Source: an optimization exercise on an open RTL-to-GDS flow (aim: small area and few clock cycles per item). Production flows keep margins and buffers that such runs may drop.
Function was checked by simulation only, so behaviour that the tests miss may differ from the original.
No activity file was given, so power comes from the tool's default toggle rates.

[flow/run.sh]
#!/bin/bash
# The standard layout with three changes:
#  - synthesis maps the logic with an area-oriented ABC script and leaves
#    adders to ABC (no extract_fa); registers, their cells and names are
#    those of the standard synthesis;
#  - the port buffers are the smallest buffer cell;
#  - clock tree synthesis inserts no dummy loads.
set -euo pipefail
here=$(pwd)
# Synthesis script: synth_recipe.tcl, sourcing a copy of ORFS's synth.tcl
# whose abc call uses flow/abc_area.script.
sed "s|log_cmd abc {\*}\$abc_args|log_cmd abc {*}[lreplace \$abc_args 1 1 $here/flow/abc_area.script]|" \
    "$FLOW_HOME/scripts/synth.tcl" > "$here/area_synth_core.tcl"
grep -q "abc_area.script" "$here/area_synth_core.tcl"
sed "s|source \$::env(SCRIPTS_DIR)/synth.tcl|source $here/area_synth_core.tcl|" \
    "$here/synth_recipe.tcl" > "$here/area_synth.tcl"
grep -q "area_synth_core.tcl" "$here/area_synth.tcl"
bash standard.sh \
    "SYNTH_SCRIPT=$here/area_synth.tcl" \
    "ADDER_MAP_FILE=" \
    "BUFFER_PORTS_ARGS=-buffer_cell sky130_fd_sc_hd__buf_1" \
    "CTS_ARGS=-sink_clustering_enable -repair_clock_nets -dont_use_dummy_load -buf_list {sky130_fd_sc_hd__clkbuf_2 sky130_fd_sc_hd__clkbuf_4 sky130_fd_sc_hd__clkbuf_8}" \
    finish > standard_make.log 2>&1
[flow/abc_area.script]
strash
dch
amap
strash
dch
amap
topo
stime -c
dnsize -c
[standard.sh]
#!/bin/bash
# synth_recipe.tcl (not shown) runs the flow's synth.tcl, then flattens the netlist and writes it again
# the make line also repeats each setting of config.mk as NAME=value (left out here)
make -C /OpenROAD-flow-scripts/flow DESIGN_CONFIG=/design/flow/config.mk WORK_HOME=/design/flow/orfs CLKGATE_MAP_FILE= SYNTH_SCRIPT=/design/flow/synth_recipe.tcl "${@:-finish}"
[config.mk]
export PLATFORM = sky130hd
export DESIGN_NAME = single_wire_humidity_sensor_reader_top
export DESIGN_NICKNAME = single_wire_humidity_sensor_reader_top
export VERILOG_FILES = /design/flow/design.v
export SDC_FILE = /design/flow/constraint.sdc
export NUM_CORES = 4
export LEC_CHECK = 0
export CAP_MARGIN = 0
export CORE_MARGIN = 2
export CORE_UTILIZATION = 70
export CTS_BUF_LIST = sky130_fd_sc_hd__clkbuf_2 sky130_fd_sc_hd__clkbuf_4 sky130_fd_sc_hd__clkbuf_8
export SLEW_MARGIN = 0
[constraint.sdc]
create_clock -name core_clock -period 8.0 [get_ports {clk}]
set_input_delay 1.6000 -clock core_clock [delete_from_list [all_inputs] [get_ports {clk}]]
set_output_delay 1.6000 -clock core_clock [all_outputs]
set_load 0.01 [all_outputs]
[design.v]
package swhsr_pkg;
    typedef enum logic [2:0] {
        PH_IDLE      = 3'd0,
        PH_LOW       = 3'd1,
        PH_HIGH      = 3'd2,
        PH_RESP_LOW  = 3'd3,
        PH_RESP_HIGH = 3'd4,
        PH_DATA_LOW  = 3'd5,
        PH_BIT_RISE  = 3'd6,
        PH_BIT_HIGH  = 3'd7
    } phase_t;
    localparam logic [7:0] CFG_START_LOW    = 8'd0;
    localparam logic [7:0] CFG_RELEASE_HIGH = 8'd1;
    localparam logic [7:0] CFG_RESPONSE     = 8'd2;
    localparam logic [7:0] CFG_BIT_TIMEOUT  = 8'd3;
    localparam logic [7:0] CFG_THRESHOLD    = 8'd4;
    localparam logic [15:0] START_LOW_RESET    = 16'd18000;
    localparam logic [7:0]  RELEASE_HIGH_RESET = 8'd20;
    localparam logic [7:0]  RESPONSE_RESET     = 8'd100;
    localparam logic [7:0]  BIT_TIMEOUT_RESET  = 8'd120;
    localparam logic [7:0]  THRESHOLD_RESET    = 8'd50;
    localparam logic [5:0]  FRAME_BIT_COUNT = 6'd40;
endpackage
import swhsr_pkg::*;
module single_wire_humidity_sensor_reader_top
(
    input  logic        clk,
    input  logic        rst_n,
    input  logic        in_valid,
    output logic        in_ready,
    input  logic        cmd,
    input  logic        line_level,
    input  logic        cfg_valid,
    output logic        cfg_ready,
    input  logic [7:0]  cfg_index,
    input  logic [15:0] cfg_data,
    output logic        out_valid,
    input  logic        out_ready,
    output logic        drive_enable,
    output logic        drive_level,
    output logic        busy_res,
    output logic        done_res,
    output logic [1:0]  status,
    output logic [12:0] humidity_pct,
    output logic signed [12:0] temperature_c
);
    function automatic logic cmp_f;
        input logic [15:0] a;
        input logic [15:0] b;
        input logic        cin;
        integer i;
        begin
            cmp_f = cin;
            for (i = 0; i < 16; i = i + 1)
                cmp_f = (a[i] & ~b[i]) | ((a[i] | ~b[i]) & cmp_f);
        end
    endfunction
    logic [15:0] start_low_reg;
    logic [7:0]  release_high_reg;
    logic [7:0]  response_reg;
    logic [7:0]  bit_timeout_reg;
    logic [7:0]  threshold_reg;
    swhsr_pkg::phase_t phase_reg;
    swhsr_pkg::phase_t phase_next;
    logic [7:0]  cnt_lo_reg, cnt_lo_next;
    logic [7:0]  cnt_hi_reg, cnt_hi_next;   
    logic [5:0]  bit_idx_reg;
    logic        out_valid_reg;
    logic [12:0] hq_reg;      
    logic [11:0] tq_reg;      
    logic        sign_reg;    
    logic [3:0]  rem_reg;     
    logic        was_busy_reg;
    logic        in_accept;
    logic        start;
    logic [7:0]  inc_lo, inc_hi;
    logic        inc_c, inc_c8;
    logic [8:0]  inc9;
    logic        ge_sl, ge_rh, ge_rsp, gt_bt;
    logic        bit_value;
    logic        bit_ev;
    logic        last_bit;
    logic [5:0]  idx_inc;
    logic        idx_c;
    logic [3:0]  rem_in;
    logic [4:0]  div_t;
    logic        div_q;
    logic [3:0]  rem_new;
    logic [2:0]  bpos;
    logic [7:0]  acc_sum;
    logic        acc_c;
    logic        ended;
    logic        ef;
    logic        sum_ok;
    logic        ok;
    logic        neg_f;
    logic [12:0] tmag;
    assign cfg_ready = 1'b1;
    always_ff @(posedge clk or negedge rst_n)
    begin
        if (!rst_n)
        begin
            start_low_reg    <= START_LOW_RESET;
            release_high_reg <= RELEASE_HIGH_RESET;
            response_reg     <= RESPONSE_RESET;
            bit_timeout_reg  <= BIT_TIMEOUT_RESET;
            threshold_reg    <= THRESHOLD_RESET;
        end
        else if (cfg_valid)
        begin
            unique case (cfg_index)
                CFG_START_LOW:    start_low_reg    <= cfg_data;
                CFG_RELEASE_HIGH: release_high_reg <= cfg_data[7:0];
                CFG_RESPONSE:     response_reg     <= cfg_data[7:0];
                CFG_BIT_TIMEOUT:  bit_timeout_reg  <= cfg_data[7:0];
                CFG_THRESHOLD:    threshold_reg    <= cfg_data[7:0];
                default:          ;
            endcase
        end
    end
    assign in_ready  = !out_valid_reg || out_ready;
    assign in_accept = in_valid && in_ready;
    assign start     = cmd && (phase_reg == PH_IDLE);
    always_comb
    begin
        inc_c = 1'b1;
        for (int i = 0; i < 8; i++)
        begin
            inc_lo[i] = cnt_lo_reg[i] ^ inc_c;
            inc_c     = cnt_lo_reg[i] & inc_c;
        end
        inc_c8 = inc_c;
        for (int i = 0; i < 8; i++)
        begin
            inc_hi[i] = cnt_hi_reg[i] ^ inc_c;
            inc_c     = cnt_hi_reg[i] & inc_c;
        end
    end
    assign inc9      = {inc_c8, inc_lo};
    assign ge_sl     = cmp_f({inc_hi, inc_lo}, start_low_reg, 1'b1);
    assign ge_rh     = cmp_f({7'd0, inc9}, {8'd0, release_high_reg}, 1'b1);
    assign ge_rsp    = cmp_f({7'd0, inc9}, {8'd0, response_reg}, 1'b1);
    assign gt_bt     = cmp_f({7'd0, inc9}, {8'd0, bit_timeout_reg}, 1'b0);
    assign bit_value = cmp_f({8'd0, cnt_lo_reg}, {8'd0, threshold_reg}, 1'b0);
    always_comb
    begin
        phase_next  = phase_reg;
        cnt_lo_next = cnt_lo_reg;
        cnt_hi_next = cnt_hi_reg;
        bit_ev      = 1'b0;
        if (cmd)
        begin
            if (phase_reg == PH_IDLE)
            begin
                phase_next  = PH_LOW;
                cnt_lo_next = '0;
                cnt_hi_next = '0;
            end
        end
        else
        begin
            unique case (phase_reg)
                PH_IDLE:
                begin
                    phase_next = PH_IDLE;
                end
                PH_LOW:
                begin
                    cnt_lo_next = inc_lo;
                    cnt_hi_next = inc_hi;
                    if (ge_sl)
                    begin
                        phase_next  = PH_HIGH;
                        cnt_lo_next = '0;
                        cnt_hi_next = '0;
                    end
                end
                PH_HIGH:
                begin
                    cnt_lo_next = inc_lo;
                    if (ge_rh)
                    begin
                        phase_next  = PH_RESP_LOW;
                        cnt_lo_next = '0;
                    end
                end
                PH_RESP_LOW:
                begin
                    cnt_lo_next = inc_lo;
                    if (!line_level || ge_rsp)
                    begin
                        phase_next  = PH_RESP_HIGH;
                        cnt_lo_next = '0;
                    end
                end
                PH_RESP_HIGH:
                begin
                    cnt_lo_next = inc_lo;
                    if (line_level || ge_rsp)
                    begin
                        phase_next  = PH_DATA_LOW;
                        cnt_lo_next = '0;
                    end
                end
                PH_DATA_LOW:
                begin
                    cnt_lo_next = inc_lo;
                    if (!line_level || ge_rsp)
                    begin
                        phase_next  = PH_BIT_RISE;
                        cnt_lo_next = '0;
                    end
                end
                PH_BIT_RISE:
                begin
                    if (line_level)
                    begin
                        phase_next  = PH_BIT_HIGH;
                        cnt_lo_next = 8'd1;
                    end
                    else
                    begin
                        cnt_lo_next = inc_lo;
                        if (ge_rsp)
                        begin
                            phase_next  = PH_BIT_HIGH;
                            cnt_lo_next = '0;
                        end
                    end
                end
                PH_BIT_HIGH:
                begin
                    if (line_level)
                    begin
                        cnt_lo_next = inc_lo;
                        if (gt_bt)
                        begin
                            phase_next  = PH_IDLE;
                            cnt_lo_next = '0;
                        end
                    end
                    else
                    begin
                        bit_ev      = 1'b1;
                        cnt_lo_next = '0;
                        cnt_hi_next = acc_sum;
                        if (last_bit)
                        begin
                            phase_next = PH_IDLE;
                        end
                        else
                        begin
                            phase_next = PH_BIT_RISE;
                        end
                    end
                end
                default:
                begin
                    phase_next = PH_IDLE;
                end
            endcase
        end
    end
    assign last_bit = bit_idx_reg[5] & bit_idx_reg[2] & bit_idx_reg[1] & bit_idx_reg[0];
    always_comb
    begin
        idx_c = 1'b1;
        for (int i = 0; i < 6; i++)
        begin
            idx_inc[i] = bit_idx_reg[i] ^ idx_c;
            idx_c      = bit_idx_reg[i] & idx_c;
        end
    end
    assign rem_in = ((bit_idx_reg == 6'd0) || (bit_idx_reg == 6'd17)) ? 4'd0 : rem_reg;
    assign div_t  = {rem_in, bit_value};
    always_comb
    begin
        unique case (div_t)
            5'd10:   {div_q, rem_new} = {1'b1, 4'd0};
            5'd11:   {div_q, rem_new} = {1'b1, 4'd1};
            5'd12:   {div_q, rem_new} = {1'b1, 4'd2};
            5'd13:   {div_q, rem_new} = {1'b1, 4'd3};
            5'd14:   {div_q, rem_new} = {1'b1, 4'd4};
            5'd15:   {div_q, rem_new} = {1'b1, 4'd5};
            5'd16:   {div_q, rem_new} = {1'b1, 4'd6};
            5'd17:   {div_q, rem_new} = {1'b1, 4'd7};
            5'd18:   {div_q, rem_new} = {1'b1, 4'd8};
            5'd19:   {div_q, rem_new} = {1'b1, 4'd9};
            default: {div_q, rem_new} = {1'b0, div_t[3:0]};
        endcase
    end
    assign bpos = bit_idx_reg[2:0];
    always_comb
    begin
        acc_c = 1'b0;
        for (int i = 0; i < 8; i++)
        begin
            acc_c      = acc_c | ((bit_value ^ bit_idx_reg[5]) && (bpos == 3'(7 - i)));
            acc_sum[i] = cnt_hi_reg[i] ^ acc_c;
            acc_c      = cnt_hi_reg[i] & acc_c;
        end
    end
    always_ff @(posedge clk or negedge rst_n)
    begin
        if (!rst_n)
        begin
            phase_reg     <= PH_IDLE;
            out_valid_reg <= 1'b0;
        end
        else
        begin
            if (in_accept)
            begin
                phase_reg <= phase_next;
            end
            out_valid_reg <= in_accept || (out_valid_reg && !out_ready);
        end
    end
    always_ff @(posedge clk)
    begin
        if (in_accept)
        begin
            cnt_lo_reg <= cnt_lo_next;
            cnt_hi_reg <= cnt_hi_next;
            was_busy_reg <= (phase_reg != PH_IDLE);
            if (start)
            begin
                bit_idx_reg <= '0;
            end
            else if (bit_ev)
            begin
                bit_idx_reg <= idx_inc;
                rem_reg     <= rem_new;
                if (!bit_idx_reg[5])
                begin
                    if (!bit_idx_reg[4])
                    begin
                        hq_reg <= {hq_reg[11:0], div_q};
                    end
                    else if (bit_idx_reg[3:0] == 4'd0)
                    begin
                        sign_reg <= bit_value;
                    end
                    else
                    begin
                        tq_reg <= {tq_reg[10:0], div_q};
                    end
                end
            end
        end
    end
    assign ended  = was_busy_reg && (phase_reg == PH_IDLE);
    assign ef     = ended && bit_idx_reg[5] && bit_idx_reg[3];
    assign sum_ok = &cnt_hi_reg;
    assign ok     = ef && sum_ok;
    always_comb
    begin
        neg_f = 1'b0;
        for (int i = 0; i < 12; i++)
        begin
            tmag[i] = ok & (tq_reg[i] ^ neg_f);
            neg_f   = neg_f | (sign_reg & tq_reg[i]);
        end
        tmag[12] = ok & neg_f;
    end
    assign out_valid     = out_valid_reg;
    assign drive_enable  = (phase_reg == PH_LOW) || (phase_reg == PH_HIGH);
    assign drive_level   = (phase_reg == PH_HIGH);
    assign busy_res      = (phase_reg != PH_IDLE);
    assign done_res      = ended;
    assign status        = {ef && !sum_ok, ended && !ef};
    assign humidity_pct  = ok ? hq_reg : 13'd0;
    assign temperature_c = tmag;
endmodule
==> flow_summary.toml, run 1 <==
[sta]
tightestPinTransition_ps = 976
fin_setup_tns_ps = 0
holdWs_ps = 455
fmax_ghz = 0.181
rsz0062_at_grt = "no"
setup_ws_ps = 2470
fin_worst_skew_ps = 20.5
relSlewSlack_pct = 34.7
slew_viol_final = 0
finalHoldViolCount = 0
finalSetupViolations = 0
post-route-period-util_pct = 69.2
post-route-min-period_ps = 5530

[clocking]
cts_setup_buffers = 0
clock_latency_ps = 360
numClockSinks = 105
cts_hold_buf = 0
cts_tree = "yes"
htreeDepth = 3
cts.reportedPaths.clkPinSlew_ps = 90
post_cts_resized = 0
cts_buffer_depth = 2
numCtsBuffers = 9
cts_root_buf = "clkbuf_8"

[worst_setup_path]
r2r-start = "cnt_lo_reg[0]$_SDFFCE_PP0P_"
crit_type = "register to register"
crit_buf_inv = 3
critPathMaxFanout = 8
crit_arrival_ps = 5730
critPathCaptureType = "register"
critPathSlowestCell = "o21ai_0"
startpoint_type = "register"
crit_family = "compound AO/OA/AOI/OAI gates"
critPathMaxStageDelay_ps = 680
r2r_cells = 32
r2r_end = "cnt_lo_reg[1]$_SDFFCE_PP0P_"
regToRegSetupSlack_ps = 2470
worstPathRequired_ps = 8200

[run_status]
outcome = "finished clean"

[floorplanning]
initial_core_util_pct = 72.9
die_w_um = 91.4
rows = 31
io_pins = 66
die_h_um = 91.4
core_um2 = 7330
die_area_um2 = 8350

[power_and_ir_drop]
p_per_area_nw_per_um2 = 202
p_leak_nw = 2.02
peakVddDrop_v = 0.000139

[finish]
syn2layout_area_growth_pct = 9.50
drive_gt1_share_pct = 4.65
fin_cells = 765
final_util_pct = 79.8
largest_reg_flops = 16
layout.nets = 699
antennaDiodeCount = 0

[logic_synthesis]
synth_most_common_cell = "nor2_1"
async_flop_share_pct = 49.5
synth_top_cell_by_area = "edfxtp_1"
yosysSeqAreaShare_pct = 54.5
ys_dominant_reg_cell = "edfxtp_1"
synthCells = 591
yosys-top-cells-area = "edfxtp_1 (30%), dfrtp_1 (16%), dfstp_2 (8.4%)"
syn-cell-area_um2 = 5350
synth-edff-count = 53
ys_top_cells_by_count = "nor2_1 (105), clkinv_1 (96), edfxtp_1 (53)"
syn_nets = 622
synth_cell_type_count = 39
synth-seq-cells = 105
yosysWarnings = 1
postSynthAreaPerCell_um2 = 9.04
synth_top_area_share_pct = 29.8

[grt]
grt_max_degree = 53
grt_first_pass_wirelength_um = 20700
antenna_found_initial = 0
grt_pass1_vias = 4376
grt_overflow = 0
grt_use_total_pct = 31.4

[worst_hold_path]
hold_path_end = "tq_reg[4]$_DFFE_PP_"
hp-class = "register to register"
min_from = "tq_reg[3]$_DFFE_PP_"
holdPathStages = 0

[placed_design]
pre_cts_ws_ps = 2600
port_buffers = 64
hpwl_um = 9370
dpl.cell_count = 756
place.gp.congestion = 0.944

[routing]
via_per_inst = 6.15
ant_nets = 0
drc = 0
first_pass_iters = 5
drtIter0Drc = 494
routed_wl_um = 12700
drt-wirelength-per-cell_um = 16.6
vias = 4703

[run]
maxCapViolCount = 0
-- layer usage --
metal  GRT usage [%]  routed length [µm]  up-vias
met2            50.9                6030      233
met5               0                   0        -
met3            7.05                 954       22
li1                -                   -     2251
met1            41.9                5500     2197
met4            11.1                 185        0
-- metrics by stage --
stage,total power [mW],cell area (µm²)
CTS,1.18,5850
detailed placement,0.929,5730
global route,1.24,5850
global placement,0.916,5730
floorplan,0.849,5350
finish,1.18,5850
-- cells by family (layout without fill, tap and decap cells) --
| kind of cell | after synthesis | in the layout | share of synthesized area, % |
|---|---|---|---|
| AO/OA/AOI/OAI | 175 | 175 | 21.3 |
| XOR/XNOR | 1 | 1 | 0.164 |
| buffers and inverters | 98 | 173 | 6.95 |
| flip-flops | 105 | 105 | 54.5 |
| other | 1 | 1 | 0.0702 |
| AND/OR/NAND/NOR | 211 | 211 | 17.0 |
-- worst reg2reg max path: cells and delay by family, from the launching register on --
| family | cells | cell delay (ps) |
|---|---|---|
| flops | 1 | 440 |
| compound gates | 22 | 3560 |
| simple gates | 7 | 830 |
| buf+inv | 3 | 580 |
-- where the power goes --
group | switching (mW) | total, mW | internal [mW]
registers | 0.0359 | 0.655 | 0.619
clock network | 0.154 | 0.256 | 0.101
logic | 0.180 | 0.272 | 0.0921
-- how the worst max path moves through the flow --
stage,start,to,slack [ps],cells past startpoint
floorplan,cnt_lo_reg[0]$_SDFFCE_PP0P_,phase_reg[1]$_DFFE_PN0P_,3470,34
global placement,cnt_lo_reg[0]$_SDFFCE_PP0P_,cnt_lo_reg[7]$_SDFFCE_PP0P_,2890,32
detailed placement,cnt_lo_reg[0]$_SDFFCE_PP0P_,cnt_lo_reg[1]$_SDFFCE_PP0P_,2600,34
CTS,cnt_lo_reg[0]$_SDFFCE_PP0P_,cnt_lo_reg[1]$_SDFFCE_PP0P_,2550,32
global route,cnt_lo_reg[0]$_SDFFCE_PP0P_,cnt_lo_reg[7]$_SDFFCE_PP0P_,1620,32
finish,cnt_lo_reg[0]$_SDFFCE_PP0P_,cnt_lo_reg[1]$_SDFFCE_PP0P_,2470,32
-- final cells by class --
class | instances | area, µm²
flip-flops and latches | 105 | 2910
multi-input cells | 388 | 2060
fillers | 467 | 1480
inverters | 96 | 360
repair buffers | 68 | 272
clock buffers | 9 | 124
well taps | 99 | 124
-- cells in the final DEF, fill, tap and decap left out, drive strengths merged, types with 2 or more instances in the layout --
master  Yosys  final
nor4        2      2
clkbuf      0     10
a211oi     12     12
a21o        3      3
edfxtp     53     53
o22ai      32     32
o211ai      3      3
o32ai       6      6
o21a       10     10
or2         6      6
nor2b      17     17
nand4       2      2
clkinv     96     96
nand2b      2      2
a221oi      9      9
o21ai      35     35
buf         2     67
dfstp      17     17
o21bai      3      3
nand3       7      7
nor3       16     16
a21oi      34     34
o221ai      9      9
a22o        6      6
dfrtp      35     35
a31oi       5      5
a21boi      2      2
or3         2      2
nor2      105    105
nand2      49     49
a22oi       3      3
Testbench counts, summed over its fixed seeds: cycles 368,886, items 368,854.
==> run 2, diff against run 1 <==
--- a/config.mk
+++ b/config.mk
@@ -7,6 +7,6 @@
 export LEC_CHECK = 0
-export CAP_MARGIN = 0
+export CAP_MARGIN = 20
 export CORE_MARGIN = 2
-export CORE_UTILIZATION = 70
+export CORE_UTILIZATION = 60
 export CTS_BUF_LIST = sky130_fd_sc_hd__clkbuf_2 sky130_fd_sc_hd__clkbuf_4 sky130_fd_sc_hd__clkbuf_8
-export SLEW_MARGIN = 0
+export SLEW_MARGIN = 20
==> flow_summary.toml, run 2 <==
[run]
maxCapViolCount = 0

[worst_setup_path]
crit_family = "compound AO/OA/AOI/OAI gates"
crit_buf_inv = 3
worstPathRequired_ps = 8200
critPathMaxStageDelay_ps = 640
crit_arrival_ps = 5600
startpoint_type = "register"
cp-startpoint = "cnt_lo_reg[0]$_SDFFCE_PP0P_"
critPathCaptureType = "register"
crit_type = "register to register"
critPathSlowestCell = "o21ai_0"
r2r-start = "cnt_lo_reg[0]$_SDFFCE_PP0P_"
regToRegSetupSlack_ps = 2610
critPathMaxFanout = 8

[logic_synthesis]
ys_top_cells_by_count = "nor2_1 (105), clkinv_1 (96), edfxtp_1 (53)"
yosys-top-cells-area = "edfxtp_1 (30%), dfrtp_1 (16%), dfstp_2 (8.4%)"
syn-cell-area_um2 = 5350
synth_cell_type_count = 39
synth_top_cell_by_area = "edfxtp_1"
synth_top_area_share_pct = 29.8
synthCells = 591
async_flop_share_pct = 49.5
ys_dominant_reg_cell = "edfxtp_1"
synth-edff-count = 53
postSynthAreaPerCell_um2 = 9.04
synth-seq-cells = 105
yosysSeqAreaShare_pct = 54.5
yosysWarnings = 1
syn_nets = 622
synth_most_common_cell = "nor2_1"

[finish]
largest_reg_flops = 16
fin_cells = 775
syn2layout_area_growth_pct = 9.93
antennaDiodeCount = 0
mostFrequentLayoutCell = "nor2_1"
final_cell_mix = "nor2_1 (105), clkinv_1 (96), buf_1 (63)"
layout.nets = 700
filler_cell_count = 729
drive_gt1_share_pct = 4.80

[sta]
slew_viol_final = 0
fmax_ghz = 0.185
finalSetupViolations = 0
rsz0062_at_grt = "no"
finalHoldViolCount = 0
post-route-min-period_ps = 5390
holdWs_ps = 437
post-route-period-util_pct = 67.4
fin_setup_tns_ps = 0
relSlewSlack_pct = 31.8
fin_worst_skew_ps = 21.4
tightestPinTransition_ps = 1020

[clocking]
post_cts_resized = 0
cts_buffer_depth = 2
htreeDepth = 3
cts.reportedPaths.clkPinSlew_ps = 100
cts_setup_buffers = 0
cts_tree = "yes"
numCtsBuffers = 9
cts_hold_buf = 0
clock_latency_ps = 360
cts_root_buf = "clkbuf_8"
numClockSinks = 105

[routing]
routed_wl_um = 11900
drt-wirelength-per-cell_um = 15.4
via_per_inst = 5.84
drc = 0
first_pass_iters = 5
vias = 4529
ant_nets = 0
drtIter0Drc = 338

[grt]
grt_use_met1_pct = 39.3
grt-busiest-layer = "met2"
use_met3_pct = 4.01
grt_max_degree = 53
grt_first_pass_wirelength_um = 20400
use_met2_pct = 40.7
grt_use_total_pct = 26.3
grt_overflow = 0
grt_pass1_vias = 4208
antenna_found_initial = 0

[power_and_ir_drop]
clkPwrFrac_pct = 22.0
p_leak_nw = 2.03
intPower_mw = 0.813
p_sw_share_pct = 31.0
p_per_area_nw_per_um2 = 201
pwr-share-seq_pct = 55.4
comb_power_share_pct = 22.6
fin_total_pwr_mw = 1.18
peakVddDrop_v = 0.000145
p_switching_mw = 0.365

[floorplanning]
die_w_um = 98.4
rows = 34
io_pins = 66
initial_core_util_pct = 61.6
core_um2 = 8680
die_h_um = 98.4
die_area_um2 = 9680

[worst_hold_path]
min_from = "hq_reg[0]$_DFFE_PP_"
hp-class = "register to register"

[placed_design]
hpwl_um = 8960
place.gp.congestion = 0.943
port_buffers = 64
dpl.cell_count = 765

[run_status]
outcome = "finished clean"
[run 2: final cells by class]
class,instances,area (µm²),area share (%)
inverters,96,360,6.13
clock buffers,9,124,2.11
multi-input cells,388,2060,35.1
repair buffers,69,283,4.81
well taps,108,135,2.30
flip-flops and latches,105,2910,49.6
[run 2: power by group through the flow]
stage / sequential [mW] / clock, mW / combinational, mW
2_1_floorplan: 0.653 / 0 / 0.196
3_3_place_gp: 0.662 / 0 / 0.257
3_5_place_dp: 0.661 / 0 / 0.265
4_1_cts: 0.651 / 0.270 / 0.265
5_1_grt: 0.659 / 0.286 / 0.308
6_report: 0.652 / 0.259 / 0.266
[run 2: logic make-up after synthesis]
kind of cell | count (synthesis) | share of synthesized area (%)
AND/OR/NAND/NOR | 211 | 17.0
AO/OA/AOI/OAI | 175 | 21.3
flip-flops | 105 | 54.5
buffers and inverters | 98 | 6.95
XOR/XNOR | 1 | 0.164
other | 1 | 0.0702
[run 2: metrics by stage]
| stage | cell area [µm²] | utilization [%] | setup slack, ps |
|---|---|---|---|
| 2_1_floorplan | 5350 | - | 3470 |
| 3_3_place_gp | 5740 | 66.1 | 2850 |
| 3_5_place_dp | 5740 | 66.1 | 2620 |
| 4_1_cts | 5860 | 67.6 | 2560 |
| 5_1_grt | 5880 | 67.7 | 1720 |
| 6_report | 5880 | 67.7 | 2610 |
[run 2: worst reg2reg max path, delay by kind of cell, from the launching register on]
kind / cells / cell delay (ps)
buf+inv: 3 / 560
simple gates: 7 / 830
compound gates: 22 / 3430
flops: 1 / 440
[run 2: worst paths after layout]
check | cells after the start | end
max | 32 | cnt_lo_reg[7]$_SDFFCE_PP0P_
min | 0 | hq_reg[1]$_DFFE_PP_
max reg2reg | 32 | cnt_lo_reg[7]$_SDFFCE_PP0P_
min reg2reg | 0 | hq_reg[1]$_DFFE_PP_
max in group asynchronous | 2 | phase_reg[2]$_DFFE_PN0P_
min in group asynchronous | 2 | release_high_reg[0]$_DFFE_PN0P_
[run 2: metal layers]
layer | vias up | part of all wire, %
met3 | 12 | 5.2
li1 | 2250 | -
met1 | 2111 | 48
met5 | - | 0
met4 | 0 | 1.3
met2 | 156 | 46
==> run 3, diff against run 2 <==
--- a/design.v
+++ b/design.v
@@ -48,3 +48,3 @@
         input logic [15:0] a;
-        input logic [15:0] b;
+        input logic [15:0] b_n;
         input logic        cin;
@@ -54,10 +54,10 @@
             for (i = 0; i < 16; i = i + 1)
-                cmp_f = (a[i] & ~b[i]) | ((a[i] | ~b[i]) & cmp_f);
+                cmp_f = (a[i] & b_n[i]) | ((a[i] | b_n[i]) & cmp_f);
         end
     endfunction
-    logic [15:0] start_low_reg;
-    logic [7:0]  release_high_reg;
-    logic [7:0]  response_reg;
-    logic [7:0]  bit_timeout_reg;
-    logic [7:0]  threshold_reg;
+    logic [15:0] start_low_n;
+    logic [7:0]  release_high_n;
+    logic [7:0]  response_n;
+    logic [7:0]  bit_timeout_n;
+    logic [7:0]  threshold_n;
     swhsr_pkg::phase_t phase_reg;
@@ -102,7 +102,7 @@
         begin
-            start_low_reg    <= START_LOW_RESET;
-            release_high_reg <= RELEASE_HIGH_RESET;
-            response_reg     <= RESPONSE_RESET;
-            bit_timeout_reg  <= BIT_TIMEOUT_RESET;
-            threshold_reg    <= THRESHOLD_RESET;
+            start_low_n    <= ~START_LOW_RESET;
+            release_high_n <= ~RELEASE_HIGH_RESET;
+            response_n     <= ~RESPONSE_RESET;
+            bit_timeout_n  <= ~BIT_TIMEOUT_RESET;
+            threshold_n    <= ~THRESHOLD_RESET;
         end
@@ -111,7 +111,7 @@
             unique case (cfg_index)
-                CFG_START_LOW:    start_low_reg    <= cfg_data;
-                CFG_RELEASE_HIGH: release_high_reg <= cfg_data[7:0];
-                CFG_RESPONSE:     response_reg     <= cfg_data[7:0];
-                CFG_BIT_TIMEOUT:  bit_timeout_reg  <= cfg_data[7:0];
-                CFG_THRESHOLD:    threshold_reg    <= cfg_data[7:0];
+                CFG_START_LOW:    start_low_n    <= ~cfg_data;
+                CFG_RELEASE_HIGH: release_high_n <= ~cfg_data[7:0];
+                CFG_RESPONSE:     response_n     <= ~cfg_data[7:0];
+                CFG_BIT_TIMEOUT:  bit_timeout_n  <= ~cfg_data[7:0];
+                CFG_THRESHOLD:    threshold_n    <= ~cfg_data[7:0];
                 default:          ;
@@ -139,7 +139,7 @@
     assign inc9      = {inc_c8, inc_lo};
-    assign ge_sl     = cmp_f({inc_hi, inc_lo}, start_low_reg, 1'b1);
-    assign ge_rh     = cmp_f({7'd0, inc9}, {8'd0, release_high_reg}, 1'b1);
-    assign ge_rsp    = cmp_f({7'd0, inc9}, {8'd0, response_reg}, 1'b1);
-    assign gt_bt     = cmp_f({7'd0, inc9}, {8'd0, bit_timeout_reg}, 1'b0);
-    assign bit_value = cmp_f({8'd0, cnt_lo_reg}, {8'd0, threshold_reg}, 1'b0);
+    assign ge_sl     = cmp_f({inc_hi, inc_lo}, start_low_n, 1'b1);
+    assign ge_rh     = cmp_f({7'd0, inc9}, {8'hff, release_high_n}, 1'b1);
+    assign ge_rsp    = cmp_f({7'd0, inc9}, {8'hff, response_n}, 1'b1);
+    assign gt_bt     = cmp_f({7'd0, inc9}, {8'hff, bit_timeout_n}, 1'b0);
+    assign bit_value = cmp_f({8'd0, cnt_lo_reg}, {8'hff, threshold_n}, 1'b0);
     always_comb
==> flow_summary.toml, run 3 <==
[logic_synthesis]
synthCells = 583
ys_dominant_reg_cell = "edfxtp_1"
synth_cell_type_count = 40
synth-seq-cells = 105
async_flop_share_pct = 49.5
synth_top_cell_by_area = "edfxtp_1"
syn_nets = 614
synth_top_area_share_pct = 29.9
synth-edff-count = 53
postSynthAreaPerCell_um2 = 9.13
ys_top_cells_by_count = "nor2_1 (102), clkinv_1 (87), edfxtp_1 (53)"
synth_most_common_cell = "nor2_1"
yosysSeqAreaShare_pct = 55.1
syn-cell-area_um2 = 5320
yosys-top-cells-area = "edfxtp_1 (30%), dfstp_2 (15%), dfrtp_1 (9.9%)"
yosysWarnings = 1

[clocking]
cts_buffer_depth = 2
numClockSinks = 105
cts_root_buf = "clkbuf_8"
cts_setup_buffers = 0
post_cts_resized = 0
cts.reportedPaths.clkPinSlew_ps = 90
cts_hold_buf = 0
clock_latency_ps = 370
cts_tree = "yes"
htreeDepth = 3
numCtsBuffers = 9

[worst_setup_path]
r2r-start = "cnt_lo_reg[0]$_SDFFCE_PP0P_"
worstPathRequired_ps = 8250
crit_buf_inv = 4
startpoint_type = "register"
r2r_end = "phase_reg[0]$_DFFE_PN0P_"
critPathMaxStageDelay_ps = 730
r2r_cells = 36
critPathSlowestCell = "o21ai_0"
regToRegSetupSlack_ps = 2100
crit_type = "register to register"
critPathCaptureType = "register"
crit_family = "compound AO/OA/AOI/OAI gates"
crit_arrival_ps = 6150
critPathMaxFanout = 9
cpMostUsedCell = "nor2_1"

[finish]
final_util_pct = 67.3
mostFrequentLayoutCell = "nor2_1"
finalInstanceArea_um2 = 5840
drive_gt1_share_pct = 6.84
antennaDiodeCount = 0
largest_reg_flops = 16
syn2layout_area_growth_pct = 9.76
final_cell_mix = "nor2_1 (102), clkinv_1 (87), buf_1 (63)"
layout.nets = 691

[sta]
fin_setup_tns_ps = 0
post-route-period-util_pct = 73.7
rsz0062_at_grt = "no"
slew_viol_final = 0
tightestPinTransition_ps = 962
fin_worst_skew_ps = 28.0
relSlewSlack_pct = 35.6
post-route-min-period_ps = 5900
fmax_ghz = 0.170
finalSetupViolations = 0
finalHoldViolCount = 0
holdWs_ps = 449
setup_ws_ps = 2100

[routing]
drt-wirelength-per-cell_um = 16.0
via_per_inst = 5.90
first_pass_iters = 5
vias = 4516
ant_nets = 0
met3_length_um = 839
drtIter0Drc = 345
wl_met2_um = 5690
drc = 0
routed.top_layer = "met4"
drt-met1-wl_um = 5620
routed_wl_um = 12300

[grt]
grt_use_total_pct = 26.4
antenna_found_initial = 0
grt_overflow = 0
grt_max_degree = 53
grt_first_pass_wirelength_um = 20600
grt_pass1_vias = 4337

[power_and_ir_drop]
p_switching_mw = 0.345
pwr-share-seq_pct = 56.6
comb_power_share_pct = 20.3
clkPwrFrac_pct = 23.1
p_sw_share_pct = 30.2
p_per_area_nw_per_um2 = 195
p_leak_nw = 1.97
intPower_mw = 0.797
peakVddDrop_v = 0.000106

[placed_design]
post_dp_cell_area_um2 = 5720
port_buffers = 64
pre_cts_ws_ps = 2150
hpwl_um = 9210
place.gp.congestion = 0.948

[worst_hold_path]
hp-class = "register to register"
holdPathStages = 0
min_from = "hq_reg[0]$_DFFE_PP_"
hold_path_end = "hq_reg[1]$_DFFE_PP_"

[floorplanning]
die_area_um2 = 9640
core_um2 = 8680
die_w_um = 98.2
die_h_um = 98.2
initial_core_util_pct = 61.3
rows = 34
io_pins = 66

[run]
maxCapViolCount = 0

[run_status]
outcome = "finished clean"
[run 3: cell type report]
| cell class | count | area [µm²] |
|---|---|---|
| Inverter | 87 | 327 |
| Timing Repair Buffer | 68 | 272 |
| Sequential cell | 105 | 2930 |
| Clock buffer | 9 | 124 |
| Multi-Input combinational cell | 389 | 2050 |
| Fill cell | 726 | 2840 |
| Tap cell | 108 | 135 |
[run 3: power groups by stage]
stage | combinational [mW] | sequential (mW) | clock (mW)
after floorplan | 0.165 | 0.648 | 0
after global placement | 0.224 | 0.655 | 0
after detailed placement | 0.229 | 0.655 | 0
after CTS | 0.229 | 0.645 | 0.269
after global routing | 0.260 | 0.651 | 0.288
final | 0.231 | 0.646 | 0.264
[run 3: worst max-delay path by stage]
stage | start | endpoint | cells past startpoint
3_3_place_gp | cnt_lo_reg[0]$_SDFFCE_PP0P_ | phase_reg[0]$_DFFE_PN0P_ | 36
6_report | cnt_lo_reg[0]$_SDFFCE_PP0P_ | phase_reg[0]$_DFFE_PN0P_ | 36
5_1_grt | cnt_lo_reg[0]$_SDFFCE_PP0P_ | phase_reg[0]$_DFFE_PN0P_ | 36
4_1_cts | cnt_lo_reg[0]$_SDFFCE_PP0P_ | phase_reg[0]$_DFFE_PN0P_ | 36
3_5_place_dp | cnt_lo_reg[0]$_SDFFCE_PP0P_ | phase_reg[0]$_DFFE_PN0P_ | 36
2_1_floorplan | cnt_lo_reg[0]$_SDFFCE_PP0P_ | phase_reg[0]$_DFFE_PN0P_ | 36
[run 3: per-layer routing]
metal | GRT usage, % | vias up
met3 | 4.58 | 14
met5 | 0 | -
met4 | 7.06 | 0
met2 | 43.1 | 167
met1 | 37.2 | 2091
li1 | - | 2244
[run 3: cell families (layout without fill, tap and decap cells)]
kind of cell              after synthesis  after routing  share of synthesized area, %
other                                   1              1                        0.0705
DFF                                   105            105                          55.1
AOI/OAI and AO/OA                     181            181                          21.3
xor gates and xnor gates                1              1                         0.165
and+or+nand+nor                       206            206                          17.0
buffers and inverters                  89            164                          6.35
[run 3: metrics by stage]
stage	power [mW]	instances
5_1_grt	1.20	766
3_3_place_gp	0.879	757
2_1_floorplan	0.813	583
6_report	1.14	766
3_5_place_dp	0.884	757
4_1_cts	1.14	766
Testbench counts of run 3, summed over its fixed seeds: cycles 368,886, items 368,854.
==> run 4, diff against run 3 <==
--- a/design.v
+++ b/design.v
@@ -62,2 +62,3 @@
     logic [7:0]  threshold_n;
+    logic        cfg_init;
     swhsr_pkg::phase_t phase_reg;
@@ -102,2 +103,13 @@
         begin
+            cfg_init <= 1'b1;
+        end
+        else
+        begin
+            cfg_init <= 1'b0;
+        end
+    end
+    always_ff @(posedge clk)
+    begin
+        if (cfg_init)
+        begin
             start_low_n    <= ~START_LOW_RESET;
==> flow_summary.toml, run 4 <==
[finish]
fin_cells = 766
mostFrequentLayoutCell = "nor2_1"
final_cell_mix = "nor2_1 (112), clkinv_1 (92), buf_1 (64)"
antennaDiodeCount = 0
syn2layout_area_growth_pct = 10.2
layout.nets = 694
largest_reg_flops = 16
filler_cell_count = 722
drive_gt1_share_pct = 2.42

[power_and_ir_drop]
p_leak_nw = 1.85
peakVddDrop_v = 0.000106
p_per_area_nw_per_um2 = 192

[worst_setup_path]
crit_type = "register to register"
crit_buf_inv = 3
critPathCaptureType = "register"
worstPathRequired_ps = 8200
critPathMaxFanout = 8
cpMostUsedCell = "nor2_1"
crit_arrival_ps = 5820
critPathMaxStageDelay_ps = 500
critPathSlowestCell = "a21oi_1"
crit_family = "compound AO/OA/AOI/OAI gates"
startpoint_type = "register"

[clocking]
cts_root_buf = "clkbuf_8"
post_cts_resized = 0
cts_tree = "yes"
cts_setup_buffers = 0
numCtsBuffers = 9
clock_latency_ps = 360
cts_buffer_depth = 2
cts.reportedPaths.clkPinSlew_ps = 90
htreeDepth = 3
numClockSinks = 106
cts_hold_buf = 0

[logic_synthesis]
synth-edff-count = 53
synth_top_cell_by_area = "edfxtp_1"
postSynthAreaPerCell_um2 = 8.88
async_flop_share_pct = 4.72
syn-cell-area_um2 = 5190
synth_top_area_share_pct = 30.7
synth-seq-cells = 106
yosysSeqAreaShare_pct = 51.6
yosys-top-cells-area = "edfxtp_1 (31%), dfxtp_1 (19%), nor2_1 (8.1%)"
ys_dominant_reg_cell = "edfxtp_1"
synth_most_common_cell = "nor2_1"
synthCells = 585
yosysWarnings = 1
synth_cell_type_count = 43
syn_nets = 616
ys_top_cells_by_count = "nor2_1 (112), clkinv_1 (92), edfxtp_1 (53)"

[placed_design]
dpl.cell_count = 756
hpwl_um = 8930
port_buffers = 64
place.gp.congestion = 0.906

[routing]
routed_wl_um = 11900
ant_nets = 0
drt-wirelength-per-cell_um = 15.6
drtIter0Drc = 342
vias = 4660
first_pass_iters = 5
via_per_inst = 6.08
drc = 0

[run_status]
outcome = "finished clean"

[floorplanning]
die_w_um = 97.0
rows = 33
core_um2 = 8300
io_pins = 66
initial_core_util_pct = 62.6
die_h_um = 97.0
die_area_um2 = 9410

[grt]
grt_pass1_vias = 4244
grt_overflow = 0
antenna_found_initial = 0
grt_first_pass_wirelength_um = 19900
grt_max_degree = 31
grt_use_total_pct = 25.8

[run]
maxCapViolCount = 0

[sta]
finalSetupViolations = 0
fin_worst_skew_ps = 27.9
tightestPinTransition_ps = 1110
post-route-period-util_pct = 70.2
slew_viol_final = 0
fmax_ghz = 0.178
rsz0062_at_grt = "no"
relSlewSlack_pct = 25.4
finalHoldViolCount = 0
holdWs_ps = 456
fin_setup_tns_ps = 0
post-route-min-period_ps = 5620

[worst_hold_path]
hp-class = "register to register"
## run 4: per-stage QoR
stage,power [mW],worst slack (ps),util [%],cell area (µm²)
6_report,1.10,2380,69.0,5720
5_1_grt,1.16,1610,69.0,5720
4_1_cts,1.10,2410,68.8,5710
3_5_place_dp,0.847,2460,67.3,5590
3_3_place_gp,0.842,2800,67.3,5590
2_1_floorplan,0.782,3490,-,5190
## run 4: report_power, final
group	internal, mW	switching [mW]	total [mW]
logic	0.0693	0.148	0.217
registers	0.598	0.0246	0.622
clock network	0.102	0.159	0.260
total	0.769	0.331	1.10
## run 4: cell families (layout without fill, tap and decap cells)
kind of cell | after synthesis | count (layout) | share of synthesized area, %
compound gates | 183 | 183 | 24.6
flops | 106 | 106 | 51.6
other cells | 2 | 2 | 0.145
buf+inv | 94 | 170 | 6.87
simple gates | 199 | 199 | 16.6
xor+xnor | 1 | 1 | 0.169
## run 4: cell type report
class	instances	area (µm²)	area share [%]
inverters	92	345	6.03
flip-flops and latches	106	2680	46.8
well taps	105	131	2.30
repair buffers	69	282	4.92
clock buffers	9	124	2.16
multi-input cells	385	2160	37.8
## run 4: worst paths after layout
check	from	to	slack, ps	depth (start not counted)
hold / removal	hq_reg[9]$_DFFE_PP_	hq_reg[10]$_DFFE_PP_	460	0
setup / recovery	cnt_lo_reg[0]$_SDFFCE_PP0P_	phase_reg[0]$_DFFE_PN0P_	2380	31
hold reg to reg	hq_reg[9]$_DFFE_PP_	hq_reg[10]$_DFFE_PP_	460	0
setup reg to reg	cnt_lo_reg[0]$_SDFFCE_PP0P_	phase_reg[0]$_DFFE_PN0P_	2380	31
min in group asynchronous	rst_n	out_valid_reg$_DFF_PN0_	1090	1
max in group asynchronous	rst_n	cfg_init$_DFF_PN1_	6610	1
## run 4: routing by layer
layer,vias to the layer above,GRT usage [%],part of all wire [%],routed length (µm)
met5,-,0,0,0
met4,0,7.91,1.5,175
li1,2278,-,-,-
met3,14,4.77,7.5,891
met1,2182,36.5,45,5370
met2,186,40.7,46,5510
Testbench counts of run 4, summed over its fixed seeds: cycles 368,886, items 368,854.
==> run 5, diff against run 4 <==
--- a/design.v
+++ b/design.v
@@ -285,3 +285,3 @@
     end
-    assign rem_in = ((bit_idx_reg == 6'd0) || (bit_idx_reg == 6'd17)) ? 4'd0 : rem_reg;
+    assign rem_in = rem_reg;
     assign div_t  = {rem_in, bit_value};
@@ -332,3 +332,10 @@
     begin
-        if (in_accept)
+        if (in_accept && start)
+        begin
+            cnt_lo_reg  <= '0;
+            cnt_hi_reg  <= '0;
+            bit_idx_reg <= '0;
+            rem_reg     <= '0;
+        end
+        else if (in_accept)
         begin
@@ -336,11 +343,16 @@
             cnt_hi_reg <= cnt_hi_next;
-            was_busy_reg <= (phase_reg != PH_IDLE);
-            if (start)
+            if (bit_ev)
             begin
-                bit_idx_reg <= '0;
+                bit_idx_reg <= idx_inc;
+                rem_reg     <= (bit_idx_reg == 6'd16) ? 4'd0 : rem_new;
             end
-            else if (bit_ev)
+        end
+    end
+    always_ff @(posedge clk)
+    begin
+        if (in_accept)
+        begin
+            was_busy_reg <= (phase_reg != PH_IDLE);
+            if (bit_ev)
             begin
-                bit_idx_reg <= idx_inc;
-                rem_reg     <= rem_new;
                 if (!bit_idx_reg[5])
==> flow/abc_area.script (replaced) <==
strash
dch -f
amap -F 4 -A 8
strash
dch -f
amap -F 4 -A 8
strash
dch -f
amap -F 4 -A 8
topo
stime -c
dnsize -c
==> flow_summary.toml, run 5 <==
[run_status]
outcome = "finished clean"

[routing]
first_pass_iters = 5
ant_nets = 0
vias = 4688
via_per_inst = 6.02
drt-wirelength-per-cell_um = 14.9
routed_wl_um = 11600
drc = 0
drtIter0Drc = 218

[run]
maxCapViolCount = 0

[floorplanning]
initial_core_util_pct = 61.4
rows = 33
die_area_um2 = 9120
die_w_um = 95.5
core_um2 = 8180
io_pins = 66
die_h_um = 95.5

[worst_setup_path]
startpoint_type = "register"
crit_arrival_ps = 5930
critPathMaxFanout = 7
worstPathRequired_ps = 8270
critPathMaxStageDelay_ps = 430
critPathCaptureType = "register"
cpMostUsedCell = "o21ai_0"
critPathSlowestCell = "a222oi_1"
crit_type = "register to register"

[sta]
fmax_ghz = 0.177
fin_worst_skew_ps = 34.6
fin_setup_tns_ps = 0
slew_viol_final = 0
post-route-min-period_ps = 5660
finalSetupViolations = 0
post-route-period-util_pct = 70.8
tightestPinTransition_ps = 1040
finalHoldViolCount = 0
relSlewSlack_pct = 30.8
rsz0062_at_grt = "no"
holdWs_ps = 424

[logic_synthesis]
synth_cell_type_count = 40
yosysSeqAreaShare_pct = 48.2
ys_dominant_reg_cell = "dfxtp_1"
syn_nets = 628
synth_top_cell_by_area = "dfxtp_1"
synth_top_area_share_pct = 29.5
ys_top_cells_by_count = "clkinv_1 (114), dfxtp_1 (74), nor2_1 (71)"
synth_most_common_cell = "clkinv_1"
synth-edff-count = 27
yosys-top-cells-area = "dfxtp_1 (30%), edfxtp_1 (16%), clkinv_1 (8.5%)"
yosysWarnings = 1
syn-cell-area_um2 = 5020
synth-seq-cells = 106
synthCells = 597
async_flop_share_pct = 4.72
postSynthAreaPerCell_um2 = 8.41

[power_and_ir_drop]
p_per_area_nw_per_um2 = 236
pwr-share-seq_pct = 51.3
intPower_mw = 0.848
p_sw_share_pct = 35.6
peakVddDrop_v = 0.0000982
clkPwrFrac_pct = 19.7
comb_power_share_pct = 28.9
p_leak_nw = 1.80
p_switching_mw = 0.469

[clocking]
numClockSinks = 106
cts.reportedPaths.clkPinSlew_ps = 110
cts_buffer_depth = 2
clock_latency_ps = 370
htreeDepth = 3
post_cts_resized = 0
cts_tree = "yes"
cts_root_buf = "clkbuf_8"
numCtsBuffers = 9
cts_hold_buf = 0
cts_setup_buffers = 0

[finish]
ff_latch_area_um2 = 2420
drive_gt1_share_pct = 2.82
finalInstanceArea_um2 = 5570
filler_cell_count = 699
antennaDiodeCount = 0
mostFrequentLayoutCell = "clkinv_1"
syn2layout_area_growth_pct = 10.9
layout.nets = 707
final_cell_mix = "clkinv_1 (114), dfxtp_1 (74), nor2_1 (71)"
largest_reg_flops = 16
multi_input_area_um2 = 2190

[grt]
grt_overflow = 0
grt_pass1_vias = 4051
grt_use_total_pct = 26.5
grt_max_degree = 39
grt_first_pass_wirelength_um = 18800
antenna_found_initial = 0

[worst_hold_path]
hp-class = "register to register"

[placed_design]
place.gp.congestion = 0.846
port_buffers = 64
post_dp_cell_area_um2 = 5440
hpwl_um = 8700
## run 5: cell types whose count changed in the layout (fill, tap and decap cells not counted), sizes merged, moves of 4 or more
cell | previous run | this run
nor2 | 112 | 71
dfxtp | 48 | 74
edfxtp | 53 | 27
o22ai | 5 | 31
o21ai | 38 | 63
clkinv | 92 | 114
a211oi | 25 | 11
a221oi | 14 | 4
o221ai | 29 | 39
o311a | 0 | 8
a31oi | 7 | 2
a22oi | 4 | 8
or2 | 7 | 3
## run 5: final cells by class
cell class                      instances  share of cell area (%)
Tap cell                              105                    2.36
Inverter                              114                    7.69
Sequential cell                       106                    43.4
Multi-Input combinational cell        376                    39.3
Timing Repair Buffer                   69                    4.99
Clock buffer                            9                    2.22
## run 5: kinds of logic (layout without fill, tap and decap cells)
kind of cell / count (synthesis) / after routing / synth area share, %
AO/OA/AOI/OAI: 219 / 219 / 29.3
XOR/XNOR: 1 / 1 / 0.174
flip-flops: 106 / 106 / 48.2
buffers and inverters: 115 / 192 / 8.67
AND/OR/NAND/NOR: 154 / 154 / 13.5
other: 2 / 2 / 0.150
## run 5: worst max-delay path, delay by kind of cell, from the launching register on
kind                   cells  cell delay (ps)
buffers and inverters      9             1240
and+or+nand+nor            9             1360
AOI/OAI and AO/OA         18             2560
DFF                        1              390
## run 5: path summary, 6_finish.rpt
kind                                               to  cells past startpoint  slack [ps]                  startpoint
max reg2reg                cnt_lo_reg[3]$_SDFFE_PP0P_                     36        2340  cnt_lo_reg[0]$_SDFFE_PP0P_
max in group asynchronous          cfg_init$_DFF_PN1_                      1        6620                       rst_n
max                        cnt_lo_reg[3]$_SDFFE_PP0P_                     36        2340  cnt_lo_reg[0]$_SDFFE_PP0P_
min reg2reg                       hq_reg[2]$_DFFE_PP_                      0         420         hq_reg[1]$_DFFE_PP_
min in group asynchronous    phase_reg[2]$_DFFE_PN0P_                      1        1090                       rst_n
min                               hq_reg[2]$_DFFE_PP_                      0         420         hq_reg[1]$_DFFE_PP_
## run 5: stage by stage
step / std cells / total power [mW] / utilization, % / worst slack [ps]
2_1_floorplan: 597 / 0.959 / - / 3420
3_3_place_gp: 770 / 1.05 / 66.5 / 2780
3_5_place_dp: 770 / 1.06 / 66.5 / 2490
4_1_cts: 779 / 1.31 / 68.0 / 2380
5_1_grt: 779 / 1.40 / 68.1 / 1670
6_report: 779 / 1.32 / 68.1 / 2340
## run 5: routing by layer
layer | GRT usage, % | share of wire, % | vias up
met1 | 36.3 | 48 | 2161
met5 | 0 | 0 | -
li1 | - | - | 2364
met3 | 4.66 | 5.2 | 16
met4 | 9.88 | 1.4 | 0
met2 | 42.4 | 45 | 147
## run 5: power by group through the flow
stage	registers [mW]	logic, mW	clock network [mW]
after floorplan	0.668	0.291	0
after global placement	0.683	0.365	0
after detailed placement	0.684	0.375	0
after CTS	0.673	0.377	0.263
after global routing	0.685	0.433	0.283
final	0.676	0.381	0.260
Testbench counts of run 5, summed over its fixed seeds: cycles 368,886, items 368,854.
==> run 6, diff against run 5 <==
--- a/design.v
+++ b/design.v
@@ -318,3 +318,2 @@
         begin
-            phase_reg     <= PH_IDLE;
             out_valid_reg <= 1'b0;
@@ -323,8 +322,15 @@
         begin
-            if (in_accept)
-            begin
-                phase_reg <= phase_next;
-            end
             out_valid_reg <= in_accept || (out_valid_reg && !out_ready);
         end
+    end
+    always_ff @(posedge clk)
+    begin
+        if (cfg_init)
+        begin
+            phase_reg <= PH_IDLE;
+        end
+        else if (in_accept)
+        begin
+            phase_reg <= phase_next;
+        end
     end
==> flow_summary.toml, run 6 <==
[run_status]
outcome = "finished clean"

[worst_setup_path]
crit_type = "register to register"
cpMostUsedCell = "o21ai_0"
crit_arrival_ps = 5880
r2r-start = "cnt_lo_reg[0]$_SDFFE_PP0P_"
worstPathRequired_ps = 8270
cp-startpoint = "cnt_lo_reg[0]$_SDFFE_PP0P_"
critPathMaxStageDelay_ps = 380
critPathMaxFanout = 10
critPathCaptureType = "register"
startpoint_type = "register"
critPathSlowestCell = "dfxtp_1"

[logic_synthesis]
synth_simple_gate_area_share_pct = 13.7
ys_top_cells_by_count = "clkinv_1 (107), dfxtp_1 (77), nor2_1 (72)"
synth-edff-count = 27
muxShareOfSynthArea_pct = 0
synth-seq-cells = 106
synth_cell_type_count = 39
syn-cell-area_um2 = 4980
async_flop_share_pct = 1.89
synth_compound_gate_area_share_pct = 29.7
yosysSeqAreaShare_pct = 48.2
yosysWarnings = 1
ys_dominant_reg_cell = "dfxtp_1"
yosys-top-cells-area = "dfxtp_1 (31%), edfxtp_1 (16%), clkinv_1 (8.1%)"
synth_top_cell_by_area = "dfxtp_1"
synthCells = 591
synth_top_area_share_pct = 30.9
postSynthAreaPerCell_um2 = 8.43
synthAdderAreaFrac_pct = 0
synth_most_common_cell = "clkinv_1"
synth_top_family_by_area = "compound AO/OA/AOI/OAI gates"
syn_nets = 622
synth-xor-area-share_pct = 0

[floorplanning]
initial_core_util_pct = 61.3
rows = 33
die_w_um = 95.2
die_h_um = 95.2
io_pins = 66
die_area_um2 = 9050
core_um2 = 8130

[clocking]
htreeDepth = 3
cts_buffer_depth = 2
cts.reportedPaths.clkPinSlew_ps = 90
numCtsBuffers = 9
cts_root_buf = "clkbuf_8"
clock_latency_ps = 360
cts_hold_buf = 0
post_cts_resized = 0
numClockSinks = 106
cts_tree = "yes"
cts_setup_buffers = 0

[grt]
grt_pass1_vias = 3950
grt_overflow = 0
grt_max_degree = 38
grt_first_pass_wirelength_um = 18300
antenna_found_initial = 0
grt_use_total_pct = 25.8

[sta]
post-route-period-util_pct = 70.2
finalSetupViolations = 0
fin_setup_tns_ps = 0
rsz0062_at_grt = "no"
relSlewSlack_pct = 28.3
finalHoldViolCount = 0
fin_worst_skew_ps = 22.4
post-route-min-period_ps = 5610
fmax_ghz = 0.178
slew_viol_final = 0
tightestPinTransition_ps = 1070

[finish]
final_cell_mix = "clkinv_1 (107), dfxtp_1 (77), nor2_1 (72)"
final_util_pct = 68.0
mostFrequentLayoutCell = "clkinv_1"
largest_reg_flops = 16
syn2layout_area_growth_pct = 11.0
antennaDiodeCount = 0
layout.nets = 702
filler_cell_count = 708
drive_gt1_share_pct = 2.84

[placed_design]
hpwl_um = 8600
port_buffers = 64
place.gp.congestion = 0.914

[worst_hold_path]
min_from = "hq_reg[7]$_DFFE_PP_"
hp-class = "register to register"

[routing]
ant_nets = 0
drc = 0
drt-wirelength-per-cell_um = 14.6
drtIter0Drc = 187
via_per_inst = 5.96
vias = 4611
first_pass_iters = 6
routed_wl_um = 11300

[power_and_ir_drop]
p_leak_nw = 1.71
p_per_area_nw_per_um2 = 163
peakVddDrop_v = 0.000100

[run]
maxCapViolCount = 0
run 6: worst max-delay path: cells and delay by family (launching register included):
kind,cells,cell delay (ps)
flip-flops,1,380
AO/OA/AOI/OAI,24,2970
buffers and inverters,9,1230
AND/OR/NAND/NOR,7,940
run 6: power by group:
group | switching (mW) | leakage (nW) | internal (mW)
combinational | 0.0559 | 0.760 | 0.0280
clock | 0.155 | 0.0647 | 0.101
sequential | 0.00978 | 0.888 | 0.554
total | 0.221 | 1.71 | 0.683
run 6: stage by stage:
stage                     std cells  area (µm²)  hold WS (ps)  power [mW]  worst slack, ps
after detailed placement        765        5410           434       0.659             2430
final                           774        5530           448       0.904             2390
after floorplan                 591        4980           418       0.628             3160
after global placement          765        5410           423       0.656             2680
after CTS                       774        5530           443       0.909             2420
after global routing            774        5530           457       0.937             1550
run 6: cell type report:
cell class	count	area, µm²	area share, %
clock buffer	9	124	2.24
inverter	107	402	7.26
multi-input combinational	377	2190	39.5
sequential	106	2400	43.4
tap	105	131	2.37
timing repair buffer	70	285	5.15
run 6: cell families after synthesis:
| logic type | after synthesis |
|---|---|
| and+or+nand+nor | 153 |
| AOI/OAI and AO/OA | 222 |
| DFF | 106 |
| other | 2 |
| buffers and inverters | 108 |
run 6: layer usage:
layer  part of all wire [%]  GRT usage, %  wire (µm)  vias up
met5                      0             0          0        -
met4                    1.1          7.25        123        0
met1                     47          34.9       5260     2115
li1                       -             -          -     2343
met2                     47          42.8       5260      143
met3                    5.6          4.27        635       10
run 6: worst paths after layout:
path | endpoint | slack [ps] | cells past startpoint
min | hq_reg[8]$_DFFE_PP_ | 450 | 0
min in group asynchronous | out_valid_reg$_DFF_PN0_ | 1030 | 1
max reg2reg | phase_reg[1]$_SDFFE_PP0P_ | 2390 | 40
max in group asynchronous | cfg_init$_DFF_PN1_ | 6770 | 1
max | phase_reg[1]$_SDFFE_PP0P_ | 2390 | 40
min reg2reg | hq_reg[8]$_DFFE_PP_ | 450 | 0
Testbench counts of run 6, summed over its fixed seeds: cycles 368,886, items 368,854.
==> run 7, diff against run 6 <==
--- a/design.v
+++ b/design.v
@@ -63,4 +63,6 @@
     logic        cfg_init;
-    swhsr_pkg::phase_t phase_reg;
-    swhsr_pkg::phase_t phase_next;
+    logic [2:0]  phase_reg;    
+    logic [2:0]  phase_next;
+    logic        adv;
+    logic        tick;
     logic [7:0]  cnt_lo_reg, cnt_lo_next;
@@ -73,3 +75,2 @@
     logic [3:0]  rem_reg;     
-    logic        was_busy_reg;
     logic        in_accept;
@@ -158,117 +159,53 @@
     begin
-        phase_next  = phase_reg;
-        cnt_lo_next = cnt_lo_reg;
-        cnt_hi_next = cnt_hi_reg;
-        bit_ev      = 1'b0;
-        if (cmd)
+        unique case (phase_reg)
+            PH_LOW:       adv = ge_sl;
+            PH_HIGH:      adv = ge_rh;
+            PH_RESP_LOW:  adv = !line_level || ge_rsp;
+            PH_RESP_HIGH: adv = line_level || ge_rsp;
+            PH_DATA_LOW:  adv = !line_level || ge_rsp;
+            PH_BIT_RISE:  adv = line_level || ge_rsp;
+            PH_BIT_HIGH:  adv = !line_level || gt_bt;
+            default:      adv = 1'b0;
+        endcase
+    end
+    assign tick   = !cmd && (phase_reg != PH_IDLE);
+    assign bit_ev = tick && (phase_reg == PH_BIT_HIGH) && !line_level;
+    always_comb
+    begin
+        phase_next = phase_reg;
+        if (start)
+        begin
+            phase_next = PH_LOW;
+        end
+        else if (tick && adv)
         begin
-            if (phase_reg == PH_IDLE)
+            if (phase_reg == PH_BIT_HIGH)
             begin
-                phase_next  = PH_LOW;
-                cnt_lo_next = '0;
-                cnt_hi_next = '0;
+                phase_next = (line_level || last_bit) ? PH_IDLE : PH_BIT_RISE;
+            end
+            else
+            begin
+                phase_next = phase_reg + 3'd1;
             end
         end
-        else
+    end
+    always_comb
+    begin
+        cnt_lo_next = cnt_lo_reg;
+        cnt_hi_next = cnt_hi_reg;
+        if (!cmd && phase_reg == PH_IDLE)
         begin
-            unique case (phase_reg)
-                PH_IDLE:
-                begin
-                    phase_next = PH_IDLE;
-                end
-                PH_LOW:
-                begin
-                    cnt_lo_next = inc_lo;
-                    cnt_hi_next = inc_hi;
-                    if (ge_sl)
-                    begin
-                        phase_next  = PH_HIGH;
-                        cnt_lo_next = '0;
-                        cnt_hi_next = '0;
-                    end
-                end
-                PH_HIGH:
-                begin
-                    cnt_lo_next = inc_lo;
-                    if (ge_rh)
-                    begin
-                        phase_next  = PH_RESP_LOW;
-                        cnt_lo_next = '0;
-                    end
-                end
-                PH_RESP_LOW:
-                begin
-                    cnt_lo_next = inc_lo;
-                    if (!line_level || ge_rsp)
-                    begin
-                        phase_next  = PH_RESP_HIGH;
-                        cnt_lo_next = '0;
-                    end
-                end
-                PH_RESP_HIGH:
-                begin
-                    cnt_lo_next = inc_lo;
-                    if (line_level || ge_rsp)
-                    begin
-                        phase_next  = PH_DATA_LOW;
-                        cnt_lo_next = '0;
-                    end
-                end
-                PH_DATA_LOW:
-                begin
-                    cnt_lo_next = inc_lo;
-                    if (!line_level || ge_rsp)
-                    begin
-                        phase_next  = PH_BIT_RISE;
-                        cnt_lo_next = '0;
-                    end
-                end
-                PH_BIT_RISE:
-                begin
-                    if (line_level)
-                    begin
-                        phase_next  = PH_BIT_HIGH;
-                        cnt_lo_next = 8'd1;
-                    end
-                    else
-                    begin
-                        cnt_lo_next = inc_lo;
-                        if (ge_rsp)
-                        begin
-                            phase_next  = PH_BIT_HIGH;
-                            cnt_lo_next = '0;
-                        end
-                    end
-                end
-                PH_BIT_HIGH:
-                begin
-                    if (line_level)
-                    begin
-                        cnt_lo_next = inc_lo;
-                        if (gt_bt)
-                        begin
-                            phase_next  = PH_IDLE;
-                            cnt_lo_next = '0;
-                        end
-                    end
-                    else
-                    begin
-                        bit_ev      = 1'b1;
-                        cnt_lo_next = '0;
-                        cnt_hi_next = acc_sum;
-                        if (last_bit)
-                        begin
-                            phase_next = PH_IDLE;
-                        end
-                        else
-                        begin
-                            phase_next = PH_BIT_RISE;
-                        end
-                    end
-                end
-                default:
-                begin
-                    phase_next = PH_IDLE;
-                end
-            endcase
+            cnt_lo_next = 8'd1;
+        end
+        if (tick)
+        begin
+            cnt_lo_next = adv ? {7'd0, (phase_reg == PH_BIT_RISE) && line_level} : inc_lo;
+            if (phase_reg == PH_LOW)
+            begin
+                cnt_hi_next = adv ? 8'd0 : inc_hi;
+            end
+            else if (bit_ev)
+            begin
+                cnt_hi_next = acc_sum;
+            end
         end
@@ -360,3 +297,2 @@
         begin
-            was_busy_reg <= (phase_reg != PH_IDLE);
             if (bit_ev)
@@ -381,3 +317,3 @@
     end
-    assign ended  = was_busy_reg && (phase_reg == PH_IDLE);
+    assign ended  = (phase_reg == PH_IDLE) && !cnt_lo_reg[0];
     assign ef     = ended && bit_idx_reg[5] && bit_idx_reg[3];
--- a/config.mk
+++ b/config.mk
@@ -11,2 +11,3 @@
 export CTS_BUF_LIST = sky130_fd_sc_hd__clkbuf_2 sky130_fd_sc_hd__clkbuf_4 sky130_fd_sc_hd__clkbuf_8
+export GPL_TIMING_DRIVEN = 0
 export SLEW_MARGIN = 20
==> flow_summary.toml, run 7 <==
[logic_synthesis]
yosys-top-cells-area = "dfxtp_1 (31%), edfxtp_1 (16%), clkinv_1 (7.7%)"
synth_top_family_by_area = "compound AO/OA/AOI/OAI gates"
synthCells = 591
synth-xor-area-share_pct = 0
synth-seq-cells = 105
postSynthAreaPerCell_um2 = 8.29
ys_dominant_reg_cell = "dfxtp_1"
synth_top_cell_by_area = "dfxtp_1"
synthAdderAreaFrac_pct = 0
synth-edff-count = 26
syn_nets = 622
yosysSeqAreaShare_pct = 48.4
ys_top_cells_by_count = "clkinv_1 (101), dfxtp_1 (77), nor2_1 (77)"
yosysWarnings = 1
synth_compound_gate_area_share_pct = 28.5
async_flop_share_pct = 1.90
synth_most_common_cell = "clkinv_1"
muxShareOfSynthArea_pct = 0
synth_simple_gate_area_share_pct = 15.1
synth_cell_type_count = 34
synth_top_area_share_pct = 31.4
syn-cell-area_um2 = 4900

[finish]
drive_gt1_share_pct = 3.14
mostFrequentLayoutCell = "clkinv_1"
antennaDiodeCount = 0
largest_reg_flops = 16
final_cell_mix = "clkinv_1 (101), nor2_1 (77), dfxtp_1 (77)"
syn2layout_area_growth_pct = 11.4
layout.nets = 702
fin_cells = 771
final_util_pct = 70.0

[worst_setup_path]
crit_family = "compound AO/OA/AOI/OAI gates"
critPathMaxFanout = 6
critPathSlowestCell = "dfxtp_1"
crit_arrival_ps = 5390
critPathCaptureType = "register"
crit_buf_inv = 2
worstPathRequired_ps = 8280
startpoint_type = "register"
cpMostUsedCell = "o21ai_0"
crit_type = "register to register"
critPathMaxStageDelay_ps = 480

[clocking]
cts_tree = "yes"
cts_setup_buffers = 0
clock_latency_ps = 360
cts.reportedPaths.clkPinSlew_ps = 100
cts_buffer_depth = 2
numCtsBuffers = 9
numClockSinks = 105
cts_root_buf = "clkbuf_8"
post_cts_resized = 0
cts_hold_buf = 0
htreeDepth = 3

[routing]
routed.top_layer = "met4"
routed_wl_um = 11600
met3_length_um = 661
ant_nets = 0
via_per_inst = 5.95
drt-met1-wl_um = 5290
drtIter0Drc = 256
first_pass_iters = 5
drc = 0
vias = 4584
drt-wirelength-per-cell_um = 15.1
wl_met2_um = 5540

[floorplanning]
rows = 32
die_area_um2 = 8910
die_h_um = 94.4
initial_core_util_pct = 62.8
core_um2 = 7810
io_pins = 66
die_w_um = 94.4

[power_and_ir_drop]
p_per_area_nw_per_um2 = 167
p_leak_nw = 1.72
fin_total_pwr_mw = 0.913
peakVddDrop_v = 0.000106

[sta]
post-route-min-period_ps = 5110
fin_setup_tns_ps = 0
relSlewSlack_pct = 33.2
tightestPinTransition_ps = 996
fmax_ghz = 0.196
rsz0062_at_grt = "no"
finalSetupViolations = 0
post-route-period-util_pct = 63.9
finalHoldViolCount = 0
fin_worst_skew_ps = 25.9
slew_viol_final = 0

[grt]
grt_use_total_pct = 27.1
grt_overflow = 0
grt_first_pass_wirelength_um = 19000
antenna_found_initial = 0
grt_pass1_vias = 4078
grt_max_degree = 37

[placed_design]
hpwl_um = 8620
port_buffers = 64
place.gp.congestion = 0.907
dpl.cell_count = 762

[run_status]
outcome = "finished clean"

[worst_hold_path]
hp-class = "register to register"

[run]
maxCapViolCount = 0
## run 7: cell count changes in the layout (fill, tap and decap cells not counted), moves of 3 or more
cell      previous run  this run
nor3_1              12         9
o21ai_0             57        62
nor2_1              72        77
a222oi_1             1         4
a22oi_1              9         6
a211oi_1            19        16
nand2_1             30        41
o21a_1               8         3
a21oi_1             30        37
o22ai_1             31        26
clkinv_1           107       101
o211ai_1             6         2
## run 7: layout make-up
type	instances	area [µm²]
buffer	1	7.51
clock buffer	9	124
fill	666	2350
inverter	101	379
multi-input combinational	384	2170
sequential	105	2370
tap	102	128
timing repair buffer	69	282
## run 7: worst paths after layout
check | start | end | slack (ps) | cells after the start
max | cnt_lo_reg[0]$_SDFFE_PP0P_ | phase_reg[1]$_SDFFE_PP0P_ | 2890 | 35
min | hq_reg[2]$_DFFE_PP_ | hq_reg[3]$_DFFE_PP_ | 440 | 0
max reg2reg | cnt_lo_reg[0]$_SDFFE_PP0P_ | phase_reg[1]$_SDFFE_PP0P_ | 2890 | 35
min reg2reg | hq_reg[2]$_DFFE_PP_ | hq_reg[3]$_DFFE_PP_ | 440 | 0
max in group asynchronous | rst_n | cfg_init$_DFF_PN1_ | 6780 | 1
min in group asynchronous | rst_n | out_valid_reg$_DFF_PN0_ | 990 | 1
## run 7: metal layers
layer  vias up  GRT usage (%)
met5         -              0
met3        14           4.39
met2       147           45.4
li1       2317              -
met1      2106           36.6
met4         0           7.25
## run 7: metrics by stage
step	setup slack, ps	area (µm²)	hold slack [ps]
6_report	2890	5460	442
5_1_grt	2080	5460	456
4_1_cts	2900	5460	448
3_5_place_dp	2950	5330	428
3_3_place_gp	2400	5270	421
2_1_floorplan	3560	4900	418
## run 7: kinds of logic after synthesis
logic type,after synthesis
AO/OA/AOI/OAI,213
AND/OR/NAND/NOR,169
flip-flops,105
buffers and inverters,102
other,2
## run 7: power breakdown
part | internal, mW | total [mW] | leakage, nW | switching (mW)
Combinational | 0.0309 | 0.0885 | 0.782 | 0.0576
Clock | 0.101 | 0.259 | 0.0647 | 0.158
Sequential | 0.551 | 0.565 | 0.877 | 0.0142
Total | 0.683 | 0.913 | 1.72 | 0.229
Testbench counts of run 7, summed over its fixed seeds: cycles 368,886, items 368,854.
